From an optimization exercise on the open Yosys and OpenROAD flow, aimed at small area and a short achievable clock period; shortcuts taken in it are not production practice. The RTL was checked by simulation tests, not by an equivalence proof against the original design. Power and IR drop assume default switching activity.

## run A
==> flow/design.v (excerpt) <==
module fir_reload_ctrl #(
    parameter int          NUM_TAPS      = 129,
    parameter int          COEFF_WIDTH   = 16,
    parameter logic [7:0]  SR_COEFF_IDX  = 8'd128,
    parameter logic [7:0]  SR_COEFF_DATA = 8'd129,
    parameter logic [7:0]  SR_COMMIT     = 8'd130
) (
    input  logic                   ce_clk,
    input  logic                   ce_rst_n,
    input  logic                   set_stb,
    input  logic [7:0]             set_addr,
    input  logic [31:0]            set_data,
    output logic [COEFF_WIDTH-1:0] o_reload_tdata,
    output logic                   o_reload_tlast,
    output logic                   o_reload_tvalid,
    input  logic                   o_reload_tready,
    output logic [7:0]             o_config_tdata,
    output logic                   o_config_tvalid,
    input  logic                   o_config_tready,
    output logic                   busy,
    output logic [15:0]            reload_count,
    output logic [1:0]             err,
    output logic [31:0]            checksum
);
    localparam int         BW       = 32;                         
    localparam int         NB       = (NUM_TAPS - 1) / BW;        
    localparam logic [8:0] TAP_CNT  = 9'(NUM_TAPS);
    localparam logic [7:0] LAST_TAP = 8'(NUM_TAPS - 1);
    localparam logic [7:0] SR_CLEAR = SR_COMMIT + 8'd1;
    logic busy_q, prime_q, tvalid_q, tlast_q, cvalid_q;
    logic [NB:0] s1_bank_q;    
    logic idx_stb, data_stb, commit_stb, clear_stb;
    logic idle, start, load, reload_hs, config_hs;
    assign idx_stb    = set_stb && (set_addr == SR_COEFF_IDX);
    assign data_stb   = set_stb && (set_addr == SR_COEFF_DATA);
    assign commit_stb = set_stb && (set_addr == SR_COMMIT);
  ...
clock: 5.0 ns
lec_check: 0
cap_margin: 20
core_margin: 2
core_utilization: 45
cts_cluster_diameter: 80
cts_cluster_size: 24
setup_slack_margin: 2.5
slew_margin: 20
tns_end_percent: 100
run.sh (not shown) runs the stock make flow with config.mk's settings and CLKGATE_MAP_FILE= SYNTH_SCRIPT=/design/flow/synth_recipe.tcl, a recipe that flattens the netlist after the stock synthesis.
Inputs modified between run A and run B:
Settings: a change of SETUP_SLACK_MARGIN from 2.5 to 2.75; a change of CTS_CLUSTER_DIAMETER from 80 to 90; a change of CTS_CLUSTER_SIZE from 24 to 28; an added PLACE_DENSITY of 0.55.
[summary]
The final reports for run B and run A show sequential portion of the cell area lower in the former.
Against run A as the reference, run B delivers a higher non-clock buffer total of the final layout.
Of run A and run B, run A shows the lower final worst-path setup slack, with run B above it.
Compared to run A, run B leaves less free space in the core.
From run B to run A, number of ordinary inverters in the final layout did not move at all.
Measured against each other, run A and run B differ in critical path depth, the higher figure coming from run A.
Sequential cell area fraction in the yosys report: run A vs run B identical
When run B is set beside run A, its detail-routed via count per cell turns out to be 0.091 larger.
Run B against run A; final cell count without fillers is up slightly.
Looking at first element of the critical path, the checksum_q[24] result is from run A; the tdata_q[15] one comes from run B.
Row total power: run B lower / run A higher
The following lists how run C was set up differently from run B:
Settings: swapping 0.55 for 0.6 in PLACE_DENSITY; swapping 45 for 50 in CORE_UTILIZATION.
[summary]
- The area of combinational cells with multiple inputs of run C and that of run B are within noise of each other.
- Cmp run C vs run B: final standard cell area without fillers lower in run C
- Note that the number of setup buffers added after CTS recorded for run C amounts to 0.893 times the value seen in run B.
- met1 track demand over resource in global routing ends up lower on run B.
- Run C vs. run B: number of buffers created by CTS lost about 2%, slew at the pin with the worst max-slew slack saw an increase, core box area now smaller.
- Total combinational power: run C > run B
- The relative contribution of combinational cells to total power of run B and that of run C are within noise of each other.
The inputs of run D differ from those of run C as listed below.
Settings: PLACE_DENSITY: 0.6 -> unset; CORE_UTILIZATION: 50 -> 45; SETUP_SLACK_MARGIN: 2.75 -> 2.6.
- Run C tops out at a higher clock frequency than run D.
- Routed wire length down 4.1% in run D wrt run C
- The area growth from synthesis to layout reported for run D is smaller than that of run C by 0.61 points.
- Going from run C to run D, overall die area grew by more than 10%.
- When the final numbers for run D and run C were put side by side, the count of buffering cells on the critical path with inverters included turned out to be greater in run D.
- Between run D and run C, share of total power in the clock network is lower for run C, run D comes in above that.
- ~same relative contribution of combinational cells to total power in run D and run C
- Diff run C -> run D | time the worst path needs with I/O delays and setup | increase of 0.10 ns
- From run C to run D the numbers moved as follows: logic depth of the worst setup path including buffers higher, final area lower.
Here is what was changed in the inputs of run E compared with run D.
Settings: a change of SETUP_SLACK_MARGIN from 2.6 to 2.5; an added PLACE_DENSITY of 0.5; a change of CTS_CLUSTER_DIAMETER from 90 to 70; a change of CTS_CLUSTER_SIZE from 28 to 30.
==> comparison <==
- Run E has completed all stages; timing, DRC and antenna checks passed.
- | worst relative slew slack | lower: run E |
- Compared with run D, run E shows fraction of the cycle the final worst path needs higher by 1.2 points.
- In run E, the switching power share of the total came out 1.4 points above the value in run D.
- [compare] base=run D new=run E: DRC violation count after routing held steady; number of CTS-inserted buffers increased 40; wire length of the first global-routing pass moved up.
- Changes observed in run E relative to run D: length of routed met3 wiring shrank by 7900 um; total number of H-tree levels grew by 1; minimum period implied by the final worst setup slack grew by 0.059 ns.
- | growth of design area from synthesis to finish | run E vs run D | 1.5 points higher |
- A startpoint of the worst setup timing path of checksum_q[24] is what run D shows, while s1_bank_q[1] belongs to run E.


== old ==
The RTL this note starts from:
==> flow/design.v <==
module fir_reload_ctrl #(
    parameter int          NUM_TAPS      = 129,
    parameter int          COEFF_WIDTH   = 16,
    parameter logic [7:0]  SR_COEFF_IDX  = 8'd128,
    parameter logic [7:0]  SR_COEFF_DATA = 8'd129,
    parameter logic [7:0]  SR_COMMIT     = 8'd130
) (
    input  logic                   ce_clk,
    input  logic                   ce_rst_n,
    input  logic                   set_stb,
    input  logic [7:0]             set_addr,
    input  logic [31:0]            set_data,
    output logic [COEFF_WIDTH-1:0] o_reload_tdata,
    output logic                   o_reload_tlast,
    output logic                   o_reload_tvalid,
    input  logic                   o_reload_tready,
    output logic [7:0]             o_config_tdata,
    output logic                   o_config_tvalid,
    input  logic                   o_config_tready,
    output logic                   busy,
    output logic [15:0]            reload_count,
    output logic [1:0]             err,
    output logic [31:0]            checksum
);
    localparam int         LO       = 16;                         
    localparam int         NG       = (NUM_TAPS + LO - 1) / LO;   
    localparam logic [8:0] TAP_CNT  = 9'(NUM_TAPS);
    localparam logic [7:0] LAST_TAP = 8'(NUM_TAPS - 1);
    localparam logic [7:0] SR_CLEAR = SR_COMMIT + 8'd1;
    logic busy_q, prime_q, tvalid_q, tlast_q, cvalid_q;
    logic [15:0] rd_lo_q;    
    logic [8:0]  rd_hi_q;    
    logic idx_stb, data_stb, commit_stb, clear_stb;
    logic idle, start, load, reload_hs, config_hs;
    assign idx_stb    = set_stb && (set_addr == SR_COEFF_IDX);
    assign data_stb   = set_stb && (set_addr == SR_COEFF_DATA);
    assign commit_stb = set_stb && (set_addr == SR_COMMIT);
    assign clear_stb  = set_stb && (set_addr == SR_CLEAR);
    assign idle      = !busy_q;
    assign start     = idle && commit_stb;
    assign reload_hs = tvalid_q && o_reload_tready;
    assign config_hs = cvalid_q && o_config_tready;
    assign load      = prime_q || (reload_hs && !tlast_q);
    always_ff @(posedge ce_clk or negedge ce_rst_n) begin
        if (!ce_rst_n) begin
            busy_q   <= 1'b0;
            prime_q  <= 1'b0;
            tvalid_q <= 1'b0;
            tlast_q  <= 1'b0;
            cvalid_q <= 1'b0;
        end else begin
            prime_q <= start;
            if (start)          busy_q <= 1'b1;
            else if (config_hs) busy_q <= 1'b0;
            if (prime_q)                   tvalid_q <= 1'b1;
            else if (reload_hs && tlast_q) tvalid_q <= 1'b0;
            if (reload_hs && tlast_q)      cvalid_q <= 1'b1;
            else if (config_hs)            cvalid_q <= 1'b0;
            if (load)                      tlast_q  <= rd_hi_q[NG-1];
        end
    end
    logic [COEFF_WIDTH-1:0] ram [NUM_TAPS];
    logic [7:0]             wr_idx_q;
    logic                   pw_en_q;
    logic [7:0]             pw_addr_q;
    logic [COEFF_WIDTH-1:0] pw_data_q;
    always_ff @(posedge ce_clk) begin
        pw_en_q   <= idle && data_stb && ({1'b0, wr_idx_q} < TAP_CNT);
        pw_addr_q <= wr_idx_q;
        pw_data_q <= set_data[COEFF_WIDTH-1:0];
    end
    always_ff @(posedge ce_clk) begin
        for (int i = 0; i < NUM_TAPS; i++)
            if (pw_en_q && pw_addr_q == 8'(i)) ram[i] <= pw_data_q;
    end
    always_ff @(posedge ce_clk or negedge ce_rst_n) begin
        if (!ce_rst_n) begin
            wr_idx_q <= '0;
        end else if (idle && idx_stb) begin
            wr_idx_q <= set_data[7:0];
        end else if (idle && data_stb) begin
            wr_idx_q <= (wr_idx_q == LAST_TAP) ? 8'd0 : wr_idx_q + 8'd1;
        end
    end
    logic [COEFF_WIDTH-1:0] grp [NG];
    logic [COEFF_WIDTH-1:0] rd_word;
    logic [COEFF_WIDTH-1:0] tdata_q;
    always_ff @(posedge ce_clk) begin
        if (start) begin
            rd_lo_q <= LO'(1);
            rd_hi_q <= NG'(1);
        end else if (load) begin
            rd_lo_q <= {rd_lo_q[LO-2:0], rd_lo_q[LO-1]};
            if (rd_lo_q[LO-1]) rd_hi_q <= {rd_hi_q[NG-2:0], rd_hi_q[NG-1]};
        end
    end
    always_comb begin
        for (int g = 0; g < NG; g++) begin
            grp[g] = '0;
            for (int l = 0; l < LO; l++)
                if (g * LO + l < NUM_TAPS)
                    grp[g] = grp[g] | ({COEFF_WIDTH{rd_lo_q[l]}} & ram[g * LO + l]);
        end
        rd_word = '0;
        for (int g = 0; g < NG; g++)
            rd_word = rd_word | ({COEFF_WIDTH{rd_hi_q[g]}} & grp[g]);
    end
    always_ff @(posedge ce_clk) begin
        if (load) tdata_q <= rd_word;
    end
    logic [7:0]  cfg_word_q;
    logic [15:0] count_q;
    logic [1:0]  err_q, err_d;
    always_ff @(posedge ce_clk) begin
        if (start) cfg_word_q <= set_data[7:0];
    end
    always_ff @(posedge ce_clk or negedge ce_rst_n) begin
        if (!ce_rst_n)      count_q <= '0;
        else if (config_hs) count_q <= count_q + 16'd1;
    end
    always_comb begin
        err_d = clear_stb ? 2'b00 : err_q;
        if (!idle && (idx_stb || data_stb)) err_d[0] = 1'b1;
        if (!idle && commit_stb)            err_d[1] = 1'b1;
    end
    always_ff @(posedge ce_clk or negedge ce_rst_n) begin
        if (!ce_rst_n) err_q <= '0;
        else           err_q <= err_d;
    end
    logic        new_q;
    logic [16:0] acc_lo_q;
    logic [15:0] acc_hi_q;
    logic [31:0] checksum_q;
    always_ff @(posedge ce_clk or negedge ce_rst_n) begin
        if (!ce_rst_n) checksum_q <= '0;
        else if (config_hs) checksum_q <= {acc_hi_q + 16'(acc_lo_q[16]), acc_lo_q[15:0]};
    end
    always_ff @(posedge ce_clk) begin
        new_q <= load;
        if (start) begin
            acc_lo_q <= '0;
            acc_hi_q <= '0;
        end else if (new_q) begin
            acc_lo_q <= {1'b0, acc_lo_q[15:0]} + {1'b0, tdata_q};
            acc_hi_q <= acc_hi_q + {16{tdata_q[15]}} + 16'(acc_lo_q[16]);
        end else begin
            acc_lo_q[16] <= 1'b0;
            acc_hi_q     <= acc_hi_q + 16'(acc_lo_q[16]);
        end
    end
    assign checksum = checksum_q;
    assign o_reload_tdata  = tdata_q;
    assign o_reload_tlast  = tlast_q;
    assign o_reload_tvalid = tvalid_q;
    assign o_config_tvalid = cvalid_q;
    assign o_config_tdata  = cfg_word_q;
    assign busy            = busy_q;
    assign reload_count    = count_q;
    assign err             = err_q;
endmodule
export LEC_CHECK = 0
export CAP_MARGIN = 20
export CORE_MARGIN = 2
export CORE_UTILIZATION = 60
export CTS_CLUSTER_DIAMETER = 80
export CTS_CLUSTER_SIZE = 30
export SETUP_SLACK_MARGIN = 2.8
export SLEW_MARGIN = 20
export TNS_END_PERCENT = 100
create_clock -name core_clock -period 5.0 [get_ports {ce_clk}]
#### Input delta (new over old)
Settings: CTS_CLUSTER_SIZE no longer set, was 30; CTS_CLUSTER_DIAMETER no longer set, was 80.
Findings:
Diff old -> new: number of endpoints with negative hold slack in the final report held; static leakage power +5.9%; multi-input gate share of total cell area moved down; half-perimeter wire length of the detailed placement result level. Per the comparison of new with old, clock power went up 56%, non-clock buffer count rose by 3, clock group share of total power +10 points. new vs old: quantity of gates resized following cts up by a few percent. Higher area growth from synthesis to layout goes to new over old. Against old as the reference, new delivers a higher cell area after layout.

==> afterwards: timing with drivers on the ports <==
Ports are ideal in the flow. The routed layouts listed here were re-timed in OpenROAD.
Step 1: set_driving_cell puts a clkbuf_16 on ce_clk and a buf_2 on each other input, an assumption about the parent block.
Step 2 adds t to the input delays and takes it off the output delays; t is the mean of the earliest and latest rising clock arrival at the registers after step 1. Input paths then give back, and output paths get back, about the clock's delay inside the block.
Three values: no drivers, after step 1, after step 2; two values: the first two.
| run | shift t [ns] | slack for setup (ns) | worst hold slack (ns) | worst setup path after step 2 | slew at the worst register clock pin (ns) |
|---|---|---|---|---|---|
| run A | 0.864 | 2.440 / 2.360 / 1.910 | 0.367 / 0.307 / 0.475 | input to register | 0.10 / 0.10 |
| run B | 0.838 | 2.575 / 2.493 / 2.065 | 0.112 / 0.050 / 0.475 | input to register | 0.12 / 0.12 |
| run C | 0.832 | 2.557 / 2.473 / 2.015 | 0.412 / 0.348 / 0.485 | input to register | 0.12 / 0.12 |
| run D | 0.835 | 2.453 / 2.371 / 1.995 | 0.390 / 0.327 / 0.472 | input to register | 0.12 / 0.12 |
| run E | 0.918 | 2.395 / 2.395 / 1.863 | 0.339 / 0.265 / 0.461 | input to register | 0.11 / 0.11 |
| old | 0.836 | 1.919 / 1.919 / 1.919 | 0.325 / 0.261 / 0.479 | register to register | 0.12 / 0.12 |
| new | 0.917 | 1.861 / 1.861 / 1.861 | 0.263 / 0.194 / 0.474 | register to register | 0.07 / 0.07 |
After both steps setup and hold are still met in every run listed. For run C, which loses most, drivers alone change the setup slack by -0.084 ns; drivers and shift together by -0.542 ns.
